Source: an optimization exercise on an open RTL-to-GDS flow (aim: small area, a short achievable clock period and few clock cycles per item). Production flows keep margins and buffers that such runs may drop.

build 45:
==> module operand_stage, before the edit <==
module operand_stage (
  input logic clk,
  input logic rst_n,
  input logic acc_enable,
  input logic issue_first,
  input logic issue_last,
  input logic issue_end,
  input macc_pkg::data_t weight_in,
  input macc_pkg::data_t ifmap_in,
  input macc_pkg::data_t external_psum,
  input macc_pkg::acc_t internal_psum,
  output logic keep_d,  
  output logic use_i_d,  
  output logic op_last,
  output logic op_end,
  output macc_pkg::data_t op_w,
  output logic [16:0] op_pp0,  
  output logic [7:0] op_one,  
  output logic [7:0] op_two,
  output logic [7:0] op_neg,
  output macc_pkg::acc_t op_i
);
  logic [1:0] acc_pipe;
  logic [1:0] first_pipe;
  logic [2:0] last_pipe;
  logic [2:0] end_pipe;
  logic pad_acc;  
  macc_pkg::data_t x;
  logic [16:0] xe;  
  macc_pkg::data_t w;
  logic one0;
  logic two0;
  logic [16:0] pp0;
  always_ff @(posedge clk or negedge rst_n) begin
    if (!rst_n) begin
      last_pipe <= '0;
      end_pipe <= '0;
    end else begin
      last_pipe <= {last_pipe[1:0], issue_last};
      end_pipe <= {end_pipe[1:0], issue_end};
    end
  end
  assign pad_acc = acc_pipe[1];
  assign keep_d = ~first_pipe[1];
  assign use_i_d = pad_acc;
  assign op_last = last_pipe[2];
  assign op_end = end_pipe[2];
  assign x = pad_acc ? macc_pkg::data_t'(1) : ifmap_in;
  assign xe = {x, 1'b0};
  assign w = pad_acc ? external_psum : weight_in;
  assign one0 = xe[1] ^ xe[0];
  assign two0 = (xe[2] & ~xe[1] & ~xe[0]) | (~xe[2] & xe[1] & xe[0]);
  always_comb begin
    for (int j = 0; j < 17; j++) begin
      pp0[j] = ((one0 & w[(j > 15) ? 15 : j]) | (two0 & ((j == 0) ? 1'b0 : w[(j > 16) ? 15 : j - 1]))) ^ xe[2];
    end
    pp0[16] = ~pp0[16];
  end
  assign op_i[15:0] = op_w;
  assign op_one[0] = 1'b0;
  assign op_two[0] = 1'b0;
  always_ff @(posedge clk) begin
    acc_pipe <= {acc_pipe[0], acc_enable};
    first_pipe <= {first_pipe[0], issue_first};
    op_w <= pad_acc ? internal_psum[15:0] : weight_in;
    op_pp0 <= pp0;
    op_neg[0] <= xe[2];
    op_i[35:16] <= internal_psum[35:16];
    for (int i = 1; i < 8; i++) begin
      op_one[i] <= xe[2*i+1] ^ xe[2*i];
      op_two[i] <= (xe[2*i+2] & ~xe[2*i+1] & ~xe[2*i]) | (~xe[2*i+2] & xe[2*i+1] & xe[2*i]);
      op_neg[i] <= xe[2*i+2];
    end
  end
endmodule
==> module macc_unit, before the edit <==
module macc_unit (
  input logic clk,
  input logic rst_n,
  input logic keep_d,  
  input logic use_i_d,  
  input logic op_last,
  input logic op_end,
  input logic run_acc,
  input macc_pkg::data_t op_w,
  input logic [16:0] op_pp0,
  input logic [7:0] op_one,
  input logic [7:0] op_two,
  input logic [7:0] op_neg,
  input macc_pkg::acc_t op_i,
  output macc_pkg::acc_t accum_out,
  output logic psum_store,
  output logic mac_finish,
  output logic acc_finish
);
  logic [(2*16 + 4)-1:0] s_q;  
  logic [(2*16 + 4)-1:0] c_q;
  logic [(2*16 + 4)-1:0] s_fb;
  logic [(2*16 + 4)-1:0] c_fb;
  logic [(2*16 + 4)-1:0] s_d;
  logic [(2*16 + 4)-1:0] c_d;
  logic [(2*16 + 4)-1:0] sum;
  logic sum_last;
  logic sum_end;
  macc_fbgate u_fb_lo (
    .clk (clk),
    .keep_d (keep_d),
    .use_i_d (use_i_d),
    .s_q (s_q[17:0]),
    .c_q (c_q[17:0]),
    .op_i (op_i[17:0]),
    .s_fb (s_fb[17:0]),
    .c_fb (c_fb[17:0])
  );
  macc_fbgate u_fb_hi (
    .clk (clk),
    .keep_d (keep_d),
    .use_i_d (use_i_d),
    .s_q (s_q[35:18]),
    .c_q (c_q[35:18]),
    .op_i (op_i[35:18]),
    .s_fb (s_fb[35:18]),
    .c_fb (c_fb[35:18])
  );
  macc_tree u_tree (
    .w (op_w),
    .pp0 (op_pp0),
    .one (op_one),
    .two (op_two),
    .neg (op_neg),
    .sfb (s_fb),
    .cfb (c_fb),
    .s_o (s_d),
    .c_o (c_d)
  );
  macc_cpa u_cpa (
    .a (s_q),
    .b (c_q),
    .y (sum)
  );
  always_ff @(posedge clk) begin
    s_q <= s_d;
    c_q <= c_d;
    accum_out <= sum;
  end
  always_ff @(posedge clk or negedge rst_n) begin
    if (!rst_n) begin
      sum_last <= 1'b0;
      sum_end <= 1'b0;
      psum_store <= 1'b0;
      mac_finish <= 1'b0;
      acc_finish <= 1'b0;
    end else begin
      sum_last <= op_last;
      sum_end <= op_end;
      psum_store <= sum_last;
      mac_finish <= sum_end & ~run_acc;
      acc_finish <= sum_end & run_acc;
    end
  end
endmodule
==> module macc_fbgate, before the edit <==
module macc_fbgate (
  input logic clk,
  input logic keep_d,
  input logic use_i_d,
  input logic [17:0] s_q,
  input logic [17:0] c_q,
  input logic [17:0] op_i,
  output logic [17:0] s_fb,
  output logic [17:0] c_fb
);
  logic keep;
  logic use_i;
  always_ff @(posedge clk) begin
    keep <= keep_d;
    use_i <= use_i_d;
  end
  assign s_fb = (s_q & {18{keep}}) | (op_i & {18{use_i}});
  assign c_fb = c_q & {18{keep}};
endmodule
clock: 7.0 ns
lec_check: 0
cap_margin: 20
core_margin: 2
core_utilization: 60
cts_cluster_diameter: 100
cts_cluster_size: 25
setup_slack_margin: 4.2
slew_margin: 20
synth_hierarchical: 1
synth_minimum_keep_size: 0
standard.sh (not shown) runs the stock make flow with config.mk's settings and CLKGATE_MAP_FILE= SYNTH_SCRIPT=/design/flow/synth_recipe.tcl, a recipe that flattens the netlist after the stock synthesis.
==> flow/flow/run.sh <==
#!/bin/bash
# standard layout, with the port buffers made from the smallest plain buffer
set -euo pipefail
export BUFFER_PORTS_ARGS="-buffer_cell sky130_fd_sc_hd__buf_1"
bash standard.sh > standard_flow.log 2>&1
## Diff of input files: trial 60 against build 45
--- a/flow/design.v
+++ b/flow/design.v
@@ -128,5 +128,4 @@
     pp0[16] = ~pp0[16];
   end
-  assign op_i[15:0] = op_w;
   assign op_one[0] = 1'b0;
   assign op_two[0] = 1'b0;
@@ -134,8 +133,8 @@
     acc_pipe <= {acc_pipe[0], acc_enable};
     first_pipe <= {first_pipe[0], issue_first};
-    op_w <= pad_acc ? internal_psum[15:0] : weight_in;
+    op_w <= w;
     op_pp0 <= pp0;
     op_neg[0] <= xe[2];
-    op_i[35:16] <= internal_psum[35:16];
+    op_i <= internal_psum;
     for (int i = 1; i < 8; i++) begin
       op_one[i] <= xe[2*i+1] ^ xe[2*i];
@@ -176,24 +175,16 @@
   logic sum_last;
   logic sum_end;
-  macc_fbgate u_fb_lo (
-    .clk (clk),
-    .keep_d (keep_d),
-    .use_i_d (use_i_d),
-    .s_q (s_q[17:0]),
-    .c_q (c_q[17:0]),
-    .op_i (op_i[17:0]),
-    .s_fb (s_fb[17:0]),
-    .c_fb (c_fb[17:0])
-  );
-  macc_fbgate u_fb_hi (
-    .clk (clk),
-    .keep_d (keep_d),
-    .use_i_d (use_i_d),
-    .s_q (s_q[35:18]),
-    .c_q (c_q[35:18]),
-    .op_i (op_i[35:18]),
-    .s_fb (s_fb[35:18]),
-    .c_fb (c_fb[35:18])
-  );
+  for (genvar q = 0; q < 4; q++) begin : g_fb
+    macc_fbgate u_fb (
+      .clk (clk),
+      .keep_d (keep_d),
+      .use_i_d (use_i_d),
+      .s_q (s_q[9*q+8:9*q]),
+      .c_q (c_q[9*q+8:9*q]),
+      .op_i (op_i[9*q+8:9*q]),
+      .s_fb (s_fb[9*q+8:9*q]),
+      .c_fb (c_fb[9*q+8:9*q])
+    );
+  end
   macc_tree u_tree (
     .w (op_w),
@@ -237,9 +228,9 @@
   input logic keep_d,
   input logic use_i_d,
-  input logic [17:0] s_q,
-  input logic [17:0] c_q,
-  input logic [17:0] op_i,
-  output logic [17:0] s_fb,
-  output logic [17:0] c_fb
+  input logic [8:0] s_q,
+  input logic [8:0] c_q,
+  input logic [8:0] op_i,
+  output logic [8:0] s_fb,
+  output logic [8:0] c_fb
 );
   logic keep;
@@ -249,6 +240,6 @@
     use_i <= use_i_d;
   end
-  assign s_fb = (s_q & {18{keep}}) | (op_i & {18{use_i}});
-  assign c_fb = c_q & {18{keep}};
+  assign s_fb = (s_q & {9{keep}}) | (op_i & {9{use_i}});
+  assign c_fb = c_q & {9{keep}};
 endmodule
 module macc_tree (
Trial 60: all stages complete, timing, DRC and antenna checks passed
On trial 60: summed instance area of the synthesized netlist is 0.86% higher than what build 45 gave.
In the tables for trial 60 and build 45, non-clock buffer count reads higher with build 45.
Sort trial 60 and build 45 by relative slew slack, ascending, and build 45 comes first.
Compared with build 45, trial 60 shows a lower fraction of area in multi-input gates.
Overall fraction of global-route tracks in use for trial 60 is lower than for build 45.
Number of sinks driven by the clock tree of trial 60 exceeds that of build 45 by a little under 10%.
Trial 60: cell area after placement higher than build 45
Against build 45, trial 60 comes in 0.55% higher on post-route standard cell area excluding fillers.
No run of this note included a check of the RTL's function; only the layout flow was run.

==> static timing again, ports no longer ideal <==
The flow's constraints put no driver on any port. The routed layouts listed below were extracted and timed again, unchanged, in two steps. Step 1 sets driving cells, clkbuf_16 on the clock port and buf_2 on the other inputs (assumed; they add their load-dependent delay and slew). Step 2, shift: input delay + t, output delay - t, t = (earliest + latest rising clock arrival at the registers) / 2. This alone moves slack from input paths to output paths. Three values: no drivers, after step 1, after step 2; two values: the first two.
run | t, ns | slack for setup (ns) | worst setup path after step 2 | clock arrival spread, ns | worst slew at a driven data input, ns
build 45 | 0.530 | 4.249 / 4.249 / 3.987 | input to register | 0.010 / 0.010 | 0.06
trial 60 | 0.535 | 4.217 / 4.217 / 3.944 | input to register | 0.013 / 0.014 | 0.09
After both steps every run listed still meets setup and hold. The setup slack of trial 60, which loses most, moves by 0.000 ns with the drivers and by -0.273 ns with both steps.
